This is an optimization exercise on Yosys and OpenROAD, whose aim is small area, a short achievable clock period and few clock cycles per item, not a production implementation. Only simulation tests tie the RTL to the original design; equivalence was not proved.

==> design/flow/design.v <==
`timescale 1ns/10ps
module gf_mul (
    input  logic [9:0] a_i,
    input  logic [9:0] b_i,
    output logic [9:0] p_o
);
    localparam int GF_W = 10;
    localparam logic [GF_W:0] GF_POLY = 11'h409;
    logic [GF_W-1:0] acc;
    logic [GF_W-1:0] shf;
    always_comb begin
        acc = '0;
        shf = a_i;
        for (int i = 0; i < GF_W; i++) begin
            if (b_i[i]) begin
                acc = acc ^ shf;
            end
            shf = {shf[GF_W-2:0], 1'b0} ^ (shf[GF_W-1] ? GF_POLY[GF_W-1:0] : '0);
        end
    end
    assign p_o = acc;
endmodule
`timescale 1ns/10ps
module chien_lane #(
    parameter int LANES    = 4,
    parameter int LANE_IDX = 0
) (
    input  logic         clk_i,
    input  logic         rst_ni,
    input  logic         load_i,
    input  logic         step_i,
    input  logic [119:0] sigma_i,
    output logic [9:0]   sum_o
);
    localparam int GF_W = 10;
    localparam int GF_T = 11;
    localparam int GF_ORD = 1023;
    localparam logic [GF_W:0] GF_POLY = 11'h409;
    function automatic logic [GF_W-1:0] gf_alpha_pow(input int e);
        int n;
        logic [GF_W:0] v;
        n = e % GF_ORD;
        if (n < 0) begin
            n = n + GF_ORD;
        end
        v = 1;
        for (int k = 0; k < GF_ORD; k++) begin
            if (k < n) begin
                v = v << 1;
                if (v[GF_W]) begin
                    v = v ^ GF_POLY;
                end
            end
        end
        gf_alpha_pow = v[GF_W-1:0];
    endfunction
    logic [GF_W-1:0] term_q [0:GF_T];
    logic [GF_W-1:0] mul_a [1:GF_T];
    logic [GF_W-1:0] mul_b [1:GF_T];
    logic [GF_W-1:0] mul_p [1:GF_T];
    for (genvar j = 1; j <= GF_T; j++) begin : g_term
        localparam logic [GF_W-1:0] LOAD_W = gf_alpha_pow(-j * LANE_IDX);
        localparam logic [GF_W-1:0] STEP_W = gf_alpha_pow(-j * LANES);
        assign mul_a[j] = load_i ? sigma_i[GF_W*j +: GF_W] : term_q[j];
        assign mul_b[j] = load_i ? LOAD_W : STEP_W;
        gf_mul u_mul (
            .a_i (mul_a[j]),
            .b_i (mul_b[j]),
            .p_o (mul_p[j])
        );
    end
    always_ff @(posedge clk_i) begin
        if (load_i) begin
            term_q[0] <= sigma_i[0 +: GF_W];
            for (int k = 1; k <= GF_T; k++) begin
                term_q[k] <= mul_p[k];
            end
        end else if (step_i) begin
            for (int k = 1; k <= GF_T; k++) begin
                term_q[k] <= mul_p[k];
            end
        end
    end
    always_comb begin
        sum_o = term_q[0];
        for (int k = 1; k <= GF_T; k++) begin
            sum_o = sum_o ^ term_q[k];
        end
    end
endmodule
`timescale 1ns/10ps
module batch_counter #(
    parameter int LANES  = 4,
    parameter int CW_LEN = 544
) (
    input  logic               clk_i,
    input  logic               rst_ni,
    input  logic               clear_i,
    input  logic               advance_i,
    output logic [9:0] batch_idx_o,
    output logic               last_batch_o
);
    localparam int NUM_BATCH = (CW_LEN + LANES - 1) / LANES;
    logic [9:0] idx_q;
    always_ff @(posedge clk_i or negedge rst_ni) begin
        if (!rst_ni) begin
            idx_q <= '0;
        end else if (clear_i) begin
            idx_q <= '0;
        end else if (advance_i && !last_batch_o) begin
            idx_q <= idx_q + 1'b1;
        end
    end
    assign batch_idx_o  = idx_q;
    assign last_batch_o = (idx_q == 10'(NUM_BATCH - 1));
endmodule
`timescale 1ns/10ps
module scan_ctrl (
    input  logic clk_i,
    input  logic rst_ni,
    input  logic start_req_i,
    input  logic busy_i,
    input  logic last_batch_i,
    output logic start_ack_o,
    output logic sigma_capture_o,
    output logic load_o,
    output logic step_o,
    output logic clear_o,
    output logic done_o
);
    localparam logic [2:0] IDLE  = 3'd0;
    localparam logic [2:0] ACK   = 3'd1;
    localparam logic [2:0] LOAD  = 3'd2;
    localparam logic [2:0] SCAN  = 3'd3;
    localparam logic [2:0] DRAIN = 3'd4;
    localparam logic [2:0] DONE  = 3'd5;
    logic [2:0] state_q;
    logic [2:0] state_d;
    always_ff @(posedge clk_i or negedge rst_ni) begin
        if (!rst_ni) begin
            state_q <= IDLE;
        end else begin
            state_q <= state_d;
        end
    end
    always_comb begin
        state_d         = state_q;
        sigma_capture_o = 1'b0;
        clear_o         = 1'b0;
        load_o          = 1'b0;
        step_o          = 1'b0;
        case (state_q)
            IDLE: begin
                if (start_req_i) begin
                    sigma_capture_o = 1'b1;
                    clear_o         = 1'b1;
                    state_d         = ACK;
                end
            end
            ACK: begin
                if (!start_req_i) begin
                    state_d = LOAD;
                end
            end
            LOAD: begin
                load_o  = 1'b1;
                state_d = SCAN;
            end
            SCAN: begin
                step_o = !busy_i;
                if (!busy_i && last_batch_i) begin
                    state_d = DRAIN;
                end
            end
            DRAIN: begin
                if (!busy_i) begin
                    state_d = DONE;
                end
            end
            DONE: begin
                state_d = IDLE;
            end
            default: begin
                state_d = IDLE;
            end
        endcase
    end
    assign start_ack_o = (state_q == ACK);
    assign done_o      = (state_q == DONE);
endmodule
`timescale 1ns/10ps
module root_serializer #(
    parameter int LANES  = 4,
    parameter int CW_LEN = 544
) (
    input  logic                 clk_i,
    input  logic                 rst_ni,
    input  logic                 capture_i,
    input  logic                 root_ack_i,
    input  logic                 clear_i,
    input  logic [LANES-1:0]     zero_i,
    input  logic [9:0]   batch_idx_i,
    output logic                 busy_o,
    output logic                 root_req_o,
    output logic [9:0]   root_pos_o,
    output logic [3:0] root_count_o
);
    localparam int LW = (LANES > 1) ? $clog2(LANES) : 1;
    logic [LANES-1:0] pend_q;
    logic [LANES-1:0] in_range;
    logic [9:0]          base_q;
    logic             req_q;
    logic             wait_q;
    logic [9:0]          pos_q;
    logic [9:0]          pos_next;
    logic [3:0]        cnt_q;
    logic [LW-1:0]    sel;
    logic             any_pend;
    logic             launch;
    always_comb begin
        for (int m = 0; m < LANES; m++) begin
            in_range[m] = (int'(batch_idx_i) * LANES + m) < CW_LEN;
        end
    end
    always_comb begin
        sel = '0;
        for (int k = LANES - 1; k >= 0; k--) begin
            if (pend_q[k]) begin
                sel = LW'(k);
            end
        end
    end
    assign any_pend = |pend_q;
    assign launch   = any_pend && !req_q && !wait_q && !root_ack_i;
    assign pos_next = 10'(CW_LEN - 1 - (int'(base_q) * LANES + int'(sel)));
    always_ff @(posedge clk_i or negedge rst_ni) begin
        if (!rst_ni) begin
            pend_q <= '0;
            req_q  <= 1'b0;
            wait_q <= 1'b0;
            cnt_q  <= '0;
        end else begin
            if (capture_i) begin
                pend_q <= zero_i & in_range;
            end else if (req_q && root_ack_i) begin
                pend_q[sel] <= 1'b0;
            end
            if (req_q) begin
                if (root_ack_i) begin
                    req_q  <= 1'b0;
                    wait_q <= 1'b1;
                    cnt_q  <= cnt_q + 1'b1;
                end
            end else if (wait_q) begin
                if (!root_ack_i) begin
                    wait_q <= 1'b0;
                end
            end else if (launch) begin
                req_q <= 1'b1;
            end
            if (clear_i) begin
                cnt_q <= '0;
            end
        end
    end
    always_ff @(posedge clk_i) begin
        if (capture_i) begin
            base_q <= batch_idx_i;
        end
        if (launch) begin
            pos_q <= pos_next;
        end
    end
    assign busy_o       = any_pend || req_q || wait_q;
    assign root_req_o   = req_q;
    assign root_pos_o   = pos_q;
    assign root_count_o = cnt_q;
endmodule
`timescale 1ns/10ps
module chien_search #(
    parameter int LANES  = 4,
    parameter int CW_LEN = 544
) (
    input  logic                 clk_i,
    input  logic                 rst_ni,
    input  logic                 start_req_i,
    input  logic                 root_ack_i,
    input  logic [119:0]         sigma_i,
    output logic                 start_ack_o,
    output logic                 root_req_o,
    output logic                 done_o,
    output logic [9:0]           root_pos_o,
    output logic [3:0]           root_count_o
);
    logic       sigma_capture;
    logic       load;
    logic       step;
    logic       clear;
    logic       busy;
    logic       last_batch;
    logic [9:0]    batch_idx;
    logic [119:0]     sigma_q;
    logic [9:0]   lane_sum [0:LANES-1];
    logic [LANES-1:0] zero_vec;
    always_ff @(posedge clk_i) begin
        if (sigma_capture) begin
            sigma_q <= sigma_i;
        end
    end
    scan_ctrl u_ctrl (
        .clk_i           (clk_i),
        .rst_ni          (rst_ni),
        .start_req_i     (start_req_i),
        .busy_i          (busy),
        .last_batch_i    (last_batch),
        .start_ack_o     (start_ack_o),
        .sigma_capture_o (sigma_capture),
        .load_o          (load),
        .step_o          (step),
        .clear_o         (clear),
        .done_o          (done_o)
    );
    batch_counter #(.LANES(LANES), .CW_LEN(CW_LEN)) u_cnt (
        .clk_i        (clk_i),
        .rst_ni       (rst_ni),
        .clear_i      (clear),
        .advance_i    (step),
        .batch_idx_o  (batch_idx),
        .last_batch_o (last_batch)
    );
    for (genvar m = 0; m < LANES; m++) begin : g_lane
        chien_lane #(.LANES(LANES), .LANE_IDX(m)) u_lane (
            .clk_i   (clk_i),
            .rst_ni  (rst_ni),
            .load_i  (load),
            .step_i  (step),
            .sigma_i (sigma_q),
            .sum_o   (lane_sum[m])
        );
        assign zero_vec[m] = (lane_sum[m] == '0);
    end
    root_serializer #(.LANES(LANES), .CW_LEN(CW_LEN)) u_ser (
        .clk_i        (clk_i),
        .rst_ni       (rst_ni),
        .capture_i    (step),
        .root_ack_i   (root_ack_i),
        .clear_i      (clear),
        .zero_i       (zero_vec),
        .batch_idx_i  (batch_idx),
        .busy_o       (busy),
        .root_req_o   (root_req_o),
        .root_pos_o   (root_pos_o),
        .root_count_o (root_count_o)
    );
endmodule
==> design/flow/run.sh <==
#!/bin/bash
# synth_recipe.tcl (not shown) runs the flow's synth.tcl, then flattens the netlist and writes it again
# the make line also repeats each setting of config.mk as NAME=value (left out here)
make -C /OpenROAD-flow-scripts/flow DESIGN_CONFIG=/design/flow/config.mk WORK_HOME=/design/flow/orfs CLKGATE_MAP_FILE= SYNTH_SCRIPT=/design/flow/synth_recipe.tcl finish
==> design/flow/config.mk <==
export PLATFORM = sky130hd
export DESIGN_NAME = chien_search
export DESIGN_NICKNAME = chien_search
export VERILOG_FILES = /design/flow/design.v
export SDC_FILE = /design/flow/constraint.sdc
export NUM_CORES = 4
export LEC_CHECK = 0
export CAP_MARGIN = 20
export CORE_MARGIN = 2
export CORE_UTILIZATION = 40
export SLEW_MARGIN = 20
==> design/flow/constraint.sdc <==
create_clock -name core_clock -period 5.0 [get_ports {clk_i}]
set_input_delay 1.0000 -clock core_clock [delete_from_list [all_inputs] [get_ports {clk_i}]]
set_output_delay 1.0000 -clock core_clock [all_outputs]
set_load 0.01 [all_outputs]
==> run notes <==
status no timing/DRC/antenna violations; first-pass GRT wire length 191000 um; vias per inst 5.05; Post-CTS Repair Setup Buffers 0; # setup viols final 0; NumNets Final about 4400; largest delay contributor family on the critical path simple AND/OR/NAND/NOR gates; total track usage 22.4%; Clk Latency, worst-skew pair 690 ps; routed len/inst 22.2 um; # diodes 0; area post-placement 46700 um2; CTS Sinks 611; TritonRoute pass-1 iters 6; die height between 300 and 400 um; Die Footprint 114000 um2; row count 122; largest net degree at the start of global routing about 140; fin crit share between 70% and 80%; DP HPWL 96000 um; gpl congestion 0.914; initial core utilization 40.3%; initial antenna violation count 1; slowest cell on the critical path or3b_4; Fmax ~0.28 GHz; global route overflow 0; reg2reg path depth 7; Yosys reg bits around 610; DRC 0; Area Overhead vs Synth 10.4%; Synthesized Nets 4448; share of cells above drive strength 1 5.03%; Synthesis Warnings 38; nature of the critical path endpoint flop; most common cell after layout, fill and taps aside xnor2_1; CTS Buf Count 77; CP Depth 7; CP max stage delay ~660 ps; crit path kind flop to flop; final hold vios 0; Bufs and invs on worst path 1; Ports 141; Fillers 10600; cts repair resizes 0; IO buf count 140; Max clock buf depth 3; CTS tree yes; Post-synth ARST share 3.76%; Worst-path clk slew roughly 60 ps; Worst Max-Slew Pin Slew 902 ps; fin crit period ~3500 ps; CP required 5410 ps; Placeable Area 111000 um2; register area share after synthesis 41.0%; Unique masters post-synth 67; Max-Cap Viols 0; Mean Syn Cell Area 10.3 um2; ys flop type edfxtp_1; CTS root buf clkbuf_16; CP max FO ~140; number of flops mapped to enable cells by yosys 588; most frequent cells in the layout xnor2_1 (1498), edfxtp_1 (588), xor2_1 (568); Iter 0 DRT Violations 2751; startpoint types flop; Worst EP arrival 3950 ps; Synth Cell Area 44500 um2; cts hold-fix bufs 0; design area 49100 um2; setup_tns 0 ps; ANT nets after route 0; Final Max Tran Viols 0; worst hold-check path type input pin to async pin; Clock Skews 34.8 ps; Max-Slew Margin vs Limit 39.6%; vias in the first global route approximately 29000; Die W roughly 340 um; detailed-route via count 29200; routed wire length 128000 um; Synth Instances 4313; RSZ-0062 raised after global routing false; worst path cell trace or3b_4, inv_16, nand2_1, o211ai_2, xor3_1, o21ai_0, xnor2_1; H-tree depth 3
==> Yosys cell counts (all sizes together) (13+ instances only) <==
library cell,instances,area share (%)
a21boi,16,0.35
a21oi,285,3.6
buf,98,1.3
clkbuf,229,1.9
dfrtp,23,1.3
edfxtp,588,40
inv,13,0.11
mux2i,21,0.66
nand2,313,2.6
nand3,16,0.18
nor2,285,2.5
o21ai,264,3.0
xnor2,1502,30
xor2,571,11
==> logic make-up after synthesis <==
logic type,count (synthesis),share of synthesized area (%)
multiplexers,23,0.714
buffers and inverters,341,3.35
flip-flops,611,41.0
adder cells (fa/ha/maj),12,0.332
AO/OA/AOI/OAI,591,7.48
XOR/XNOR,2079,41.2
AND/OR/NAND/NOR,656,5.92
==> worst paths after layout <==
path	slack, ps	startpoint	endpoint
max reg2reg	1450	u_ctrl.state_q[1]	g_lane[3].u_lane.term_q[9][5]
min	330	rst_ni	u_ser.pend_q[2]
min in group core_clock	430	sigma_q[5]	g_lane[2].u_lane.term_q[0][5]
min reg2reg	430	sigma_q[5]	g_lane[2].u_lane.term_q[0][5]
max	1450	u_ctrl.state_q[1]	g_lane[3].u_lane.term_q[9][5]
max in group asynchronous	4290	rst_ni	u_cnt.idx_q[5]
==> per-layer routing <==
metal / track usage, % / vias up / share of wire (%)
met5: 0 / - / 0.010
met4: 7.36 / 2 / 3.1
met3: 2.78 / 179 / 4.9
met2: 37.2 / 797 / 48
met1: 30.3 / 14300 / 44
li1: - / 13900 / -
==> final cells by class <==
cell class | count | area [um2] | area share [%]
repair buffers | 169 | 1760 | 3.59
well taps | 1488 | 1860 | 3.79
multi-input cells | 3361 | 24800 | 50.5
clock buffers | 100 | 2040 | 4.16
flip-flops and latches | 611 | 18200 | 37.1
clock inverters | 36 | 369 | 0.751
inverters | 14 | 68.8 | 0.140
==> metrics by stage <==
step                      hold slack, ps  util, %  std cells  worst slack (ps)
after floorplan                      400        -       4313               724
after CTS                            320     44.5       5779              1460
after global routing                 368     44.5       5779              1210
after global placement               410     42.3       5643              1490
after detailed placement             415     42.3       5643              1450
final                                334     44.5       5779              1450
==> flip-flops by register name (all words and copies together), names as in the netlist <==
| name | cells |
|---|---|
| u_ser.wait_q | 1 |
| u_ser.pend_q | 4 |
| g_lane.u_lane.term_q | 450 |
| u_ser.cnt_q | 4 |
| u_ser.req_q | 1 |
| u_ctrl.state_q | 3 |
| u_ser.base_q | 8 |
| u_cnt.idx_q | 10 |
| sigma_q | 120 |
| u_ser.pos_q | 10 |
Testbench counts, summed over its fixed seeds: cycles 43,067, items 256.

-- afterwards: timing with drivers on the ports --
The results above use ideal ports. As a check the final layout listed here was re-extracted and re-timed, cells and wires unchanged. Step 1: set_driving_cell puts a clkbuf_16 on clk_i and a buf_2 on each other input, an assumption about the parent block. Step 2 moves the port delays by t, midway between the first and last clock arrival at a register: inputs arrive t later, outputs are due t later. That takes back most of the time a late clock gives input paths. Slacks: ideal / step 1 / step 2; pairs: ideal / step 1.
t, ns: 0.744
setup slack, ns: 1.453 / 1.453 / 1.453
worst setup path at the end: register to register
worst register clock-pin slew, ns: 0.07 / 0.07
After both steps setup and hold are still met in this run. For this run, drivers alone change the setup slack by 0.000 ns; drivers and shift together by 0.000 ns.
